From an optimization exercise on the open Yosys and OpenROAD flow, aimed at small area and a short achievable clock period; shortcuts taken in it are not production practice.
RTL that was checked went through simulation tests only; none was proved equivalent to the original.
No driver is modelled on the clock port, so clocking that relies on it looks cheaper here than on a real chip.

Design cpu_trace_buffer, start of the top module:
module cpu_trace_buffer #(
    parameter int unsigned DEPTH     = 64,
    parameter int unsigned POST_TRIG = 32,
    parameter int unsigned AW        = $clog2(DEPTH)
) (
    input  logic          clk,
    input  logic          rst,
    input  logic          arm,
    input  logic          force_trig,
    input  logic          trig_en,
    input  logic [15:0]   trig_pc,
    input  logic          trace_valid,
    input  logic [15:0]   trace_pc,
    input  logic [7:0]    trace_ir,
    input  logic [15:0]   trace_sp,
    input  logic [3:0]    trace_flags,
    input  logic          rd_en,
    output logic          rd_valid,
    output logic [43:0]   rd_data,
    output logic [1:0]    state,
    output logic [AW:0]   entries,
    output logic          done
);
Size in the first run: ~4300 cells after synthesis, roughly 2900 flip-flops.
==> module cpu_trace_buffer, before the edit <==
module cpu_trace_buffer #(
    parameter int unsigned DEPTH     = 64,
    parameter int unsigned POST_TRIG = 32,
    parameter int unsigned AW        = $clog2(DEPTH)
) (
    input  logic          clk,
    input  logic          rst,
    input  logic          arm,
    input  logic          force_trig,
    input  logic          trig_en,
    input  logic [15:0]   trig_pc,
    input  logic          trace_valid,
    input  logic [15:0]   trace_pc,
    input  logic [7:0]    trace_ir,
    input  logic [15:0]   trace_sp,
    input  logic [3:0]    trace_flags,
    input  logic          rd_en,
    output logic          rd_valid,
    output logic [43:0]   rd_data,
    output logic [1:0]    state,
    output logic [AW:0]   entries,
    output logic          done
);
    localparam int unsigned ENTRY_W = $bits(rd_data);
    localparam int unsigned RD_LO   = (POST_TRIG >= 1) ? POST_TRIG - 1 : 0;
    localparam int unsigned PW      = (POST_TRIG > 1) ? $clog2(POST_TRIG) : 1;
    localparam logic [1:0] StIdle  = 2'd0;
    localparam logic [1:0] StArmed = 2'd1;
    localparam logic [1:0] StPost  = 2'd2;
    localparam logic [1:0] StDone  = 2'd3;
    logic [1:0]         state_q, state_d;
    logic               armed_q, armed_d;
    logic               post_st_q, post_st_d;
    logic               done_q, done_d, fin_n_q;
    logic [AW:0]        entries_q, entries_d, entn_q, cnt;
    logic               nonempty_q, nonempty_d;
    logic               rdok_q;                 
    logic               cap_q, cap_d;           
    logic               capnf_q;                
    logic               capfull_q;              
    logic               at_lo_q, at_lo_d;       
    logic [PW-1:0]      post_q, post_d;
    logic [DEPTH-1:RD_LO] rd_sel, rd_sel_d;    
    logic               arm_q;                  
    logic               rd_valid_q;
    logic [ENTRY_W-1:0] rd_q, rd_next;
    logic [DEPTH*ENTRY_W-1:0] buf_q;
    logic               wr_fire, rd_fire, shift, trig_hit, full, grow, post_last, to_done;
    logic [ENTRY_W-1:0] wr_entry;
    assign wr_entry = {trace_pc, trace_ir, trace_sp, trace_flags};
    assign wr_fire   = !arm && cap_q && trace_valid;
    assign cnt       = ~entn_q;
    assign rd_fire   = !arm && rdok_q && rd_en;
    assign shift     = (cap_q && trace_valid) || (rdok_q && rd_en);
    assign trig_hit  = (trig_en && trace_valid && (trace_pc == trig_pc)) || force_trig;
    assign full      = cnt[AW];
    assign grow      = !arm && capnf_q && trace_valid;
    assign post_last = (post_q == PW'(POST_TRIG - 1));
    always_comb begin
        if (POST_TRIG == 0) begin
            to_done = armed_q && trig_hit;
        end else begin
            to_done = post_st_q && trace_valid && post_last;
        end
    end
    always_comb begin
        if (arm) begin
            armed_d   = 1'b1;
            post_st_d = 1'b0;
            done_d    = 1'b0;
        end else begin
            armed_d   = armed_q && !trig_hit;
            post_st_d = (POST_TRIG != 0) && ((armed_q && trig_hit) || (post_st_q && !to_done));
            done_d    = !fin_n_q || to_done;
        end
        state_d = {post_st_d || done_d, armed_d || done_d};
        cap_d   = armed_d || post_st_d;
    end
    logic [AW:0] entries_inc, entries_dec;
    assign entries_inc = cnt + (AW+1)'(1);
    assign entries_dec = cnt - (AW+1)'(1);
    logic cap_in, rd_in;
    logic [AW:0] ent_n;
    logic        nonempty_n, at_lo_n;
    assign cap_in = capnf_q && trace_valid;
    assign rd_in  = rdok_q && rd_en;
    always_comb begin
        if (cap_in) begin
            ent_n      = entries_inc;
            nonempty_n = 1'b1;
            at_lo_n    = (cnt == (AW+1)'(RD_LO - 1));
        end else if (rd_in) begin
            ent_n      = entries_dec;
            nonempty_n = (cnt != (AW+1)'(1));
            at_lo_n    = (cnt == (AW+1)'(RD_LO + 1));
        end else begin
            ent_n      = cnt;
            nonempty_n = nonempty_q;
            at_lo_n    = (cnt == (AW+1)'(RD_LO));
        end
        entries_d  = arm ? '0 : ent_n;
        nonempty_d = !arm && nonempty_n;
        at_lo_d    = !arm && at_lo_n;
    end
    always_comb begin
        post_d = post_q;
        if (arm_q) begin
            post_d = '0;
        end else if (post_st_q && trace_valid) begin
            post_d = post_q + PW'(1);
        end
    end
    always_comb begin
        rd_sel_d = rd_sel;
        if (arm_q) begin
            rd_sel_d = '0;
        end else if (capnf_q && trace_valid) begin
            for (int k = RD_LO; k < DEPTH; k++) begin
                if (k == RD_LO) begin
                    rd_sel_d[k] = at_lo_q;
                end else begin
                    rd_sel_d[k] = rd_sel[k-1];
                end
            end
        end
    end
    always_ff @(posedge clk or negedge rst) begin
        if (!rst) begin
            state_q    <= StIdle;
            armed_q    <= 1'b0;
            post_st_q  <= 1'b0;
            done_q     <= 1'b0;
            fin_n_q    <= 1'b1;
            entries_q  <= '0;
            entn_q     <= '1;
            nonempty_q <= 1'b0;
            rdok_q     <= 1'b0;
            cap_q      <= 1'b0;
            capnf_q    <= 1'b0;
            capfull_q  <= 1'b0;
            at_lo_q    <= 1'b0;
            rd_valid_q <= 1'b0;
        end else begin
            state_q    <= state_d;
            armed_q    <= armed_d;
            post_st_q  <= post_st_d;
            done_q     <= done_d;
            fin_n_q    <= !done_d;
            entries_q  <= entries_d;
            entn_q     <= ~entries_d;
            nonempty_q <= nonempty_d;
            rdok_q     <= done_d && nonempty_d;
            cap_q      <= cap_d;
            capnf_q    <= cap_d && !entries_d[AW];
            capfull_q  <= cap_d && entries_d[AW];
            at_lo_q    <= at_lo_d;
            rd_valid_q <= rd_fire;
        end
    end
    always_ff @(posedge clk) begin
        post_q  <= post_d;
        rd_sel    <= rd_sel_d;
        arm_q     <= arm;
        rd_q    <= rd_next;
    end
    always_ff @(posedge clk) begin
        if (shift) begin
            buf_q <= {buf_q[(DEPTH-1)*ENTRY_W-1:0], wr_entry};
        end
    end
    always_comb begin
        rd_next = '0;
        for (int k = RD_LO; k < DEPTH; k++) begin
            rd_next = rd_next | (buf_q[k*ENTRY_W +: ENTRY_W] & {ENTRY_W{rd_sel[k]}});
        end
    end
    assign state    = state_q;
    assign done     = done_q;
    assign entries  = entries_q;
    assign rd_valid = rd_valid_q;
    assign rd_data  = rd_q;
endmodule
export LEC_CHECK = 0
export CAP_MARGIN = 20
export CORE_MARGIN = 2
export CORE_UTILIZATION = 65
export SETUP_SLACK_MARGIN = 1.9
export SLEW_MARGIN = 20
create_clock -name core_clock -period 4.0 [get_ports {clk}]
standard.sh (not shown) runs the stock make flow with config.mk's settings and CLKGATE_MAP_FILE= SYNTH_SCRIPT=/design/flow/synth_recipe.tcl, a recipe that flattens the netlist after the stock synthesis.
==> flow/flow/run.sh <==
#!/bin/bash
# Own layout flow: the standard ORFS flow (standard.sh, unchanged synthesis), with these
# changes to how the layout is made:
#  - the port buffers are plain sky130_fd_sc_hd__buf_2 cells (the default pick is a delay
#    cell that footprint-matched repair cannot swap out later);
#  - after repair_design, fanout_tree.tcl replaces the buffering of the storage enable net
#    (about 2800 DE pins) with a two-level grid tree;
#  - the clock tree uses sink clusters of 30 within 60 um and no dummy loads;
#  - after CTS, split_root.tcl gives the clock port four root buffers instead of one (each
#    drives the level-1 buffers on its side), so the balanced tree has a shorter delay.
# make's full output goes to flow_make.log here; each ORFS step keeps its own log under
# orfs/logs/ (the hooks print to 3_4_place_resized.log and 4_1_cts.log).
set -euo pipefail
cd "$(dirname "$0")/.."
bash standard.sh \
  'BUFFER_PORTS_ARGS=-buffer_cell sky130_fd_sc_hd__buf_2' \
  "POST_RESIZE_TCL=$PWD/flow/fanout_tree.tcl" \
  'CTS_ARGS=-sink_clustering_enable -repair_clock_nets -sink_clustering_size 30 -sink_clustering_max_diameter 60 -dont_use_dummy_load' \
  "POST_CTS_TCL=$PWD/flow/split_root.tcl" \
  finish > flow_make.log 2>&1
Other scripts of this flow, unchanged in this note and not shown: flow/flow/fanout_tree.tcl, flow/flow/split_root.tcl
==> next run, changes <==
--- a/flow/design.v
+++ b/flow/design.v
@@ -79,11 +79,11 @@
     logic [AW:0] entries_inc, entries_dec;
     assign entries_inc = cnt + (AW+1)'(1);
     assign entries_dec = cnt - (AW+1)'(1);
     logic cap_in, rd_in;
     logic [AW:0] ent_n;
-    logic        nonempty_n, at_lo_n;
+    logic        nonempty_n, at_lo_n, full_d;
     assign cap_in = capnf_q && trace_valid;
     assign rd_in  = rdok_q && rd_en;
     always_comb begin
         if (cap_in) begin
             ent_n      = entries_inc;
@@ -96,10 +96,11 @@
         end else begin
             ent_n      = cnt;
             nonempty_n = nonempty_q;
             at_lo_n    = (cnt == (AW+1)'(RD_LO));
         end
+        full_d     = !arm && !rd_in && (full || (cap_in && cnt == (AW+1)'(DEPTH - 1)));
         entries_d  = arm ? '0 : ent_n;
         nonempty_d = !arm && nonempty_n;
         at_lo_d    = !arm && at_lo_n;
     end
     always_comb begin
@@ -149,12 +150,12 @@
             entries_q  <= entries_d;
             entn_q     <= ~entries_d;
             nonempty_q <= nonempty_d;
             rdok_q     <= done_d && nonempty_d;
             cap_q      <= cap_d;
-            capnf_q    <= cap_d && !entries_d[AW];
-            capfull_q  <= cap_d && entries_d[AW];
+            capnf_q    <= cap_d && !full_d;
+            capfull_q  <= cap_d && full_d;
             at_lo_q    <= at_lo_d;
             rd_valid_q <= rd_fire;
         end
     end
     always_ff @(posedge clk) begin
After rerunning: Worst setup slack improved by 0.076 ns; via count stays flat; final area stays flat; register-to-register slack improved by 0.18 ns; global-route usage shrinks by 0.48 points; core utilization is about the same; cell count shrinks by 0.30%.
Function not checked in the first run of this note: the RTL went through the layout flow alone.

re-timing with driven ports:
No port has a modelled driver above. Below, the same layouts with a new extraction and two added sets of constraints. Step 1 assumes that a clkbuf_16 drives the clock port and a buf_2 every other input. Step 2 times the ports against the registers' clock, not the clock port: input delays grow and output delays shrink by t, the midpoint of the rising clock arrivals with the driver on. Three values: no drivers, after step 1, after step 2; two values: the first two.
run | shift t [ns] | setup slack, ns | hold WS [ns] | latest minus earliest clock arrival (ns) | worst slew at a driven data input, ns
the first run | 0.697 | 1.989 / 1.917 / 1.467 | 0.381 / 0.275 / 0.381 | 0.064 / 0.064 | 0.05
the second run | 0.686 | 2.065 / 1.925 / 1.654 | 0.363 / 0.285 / 0.363 | 0.087 / 0.087 | 0.07
After both steps every run listed still meets setup and hold. The setup slack of the first run, which loses most, moves by -0.072 ns with the drivers and by -0.522 ns with both steps.
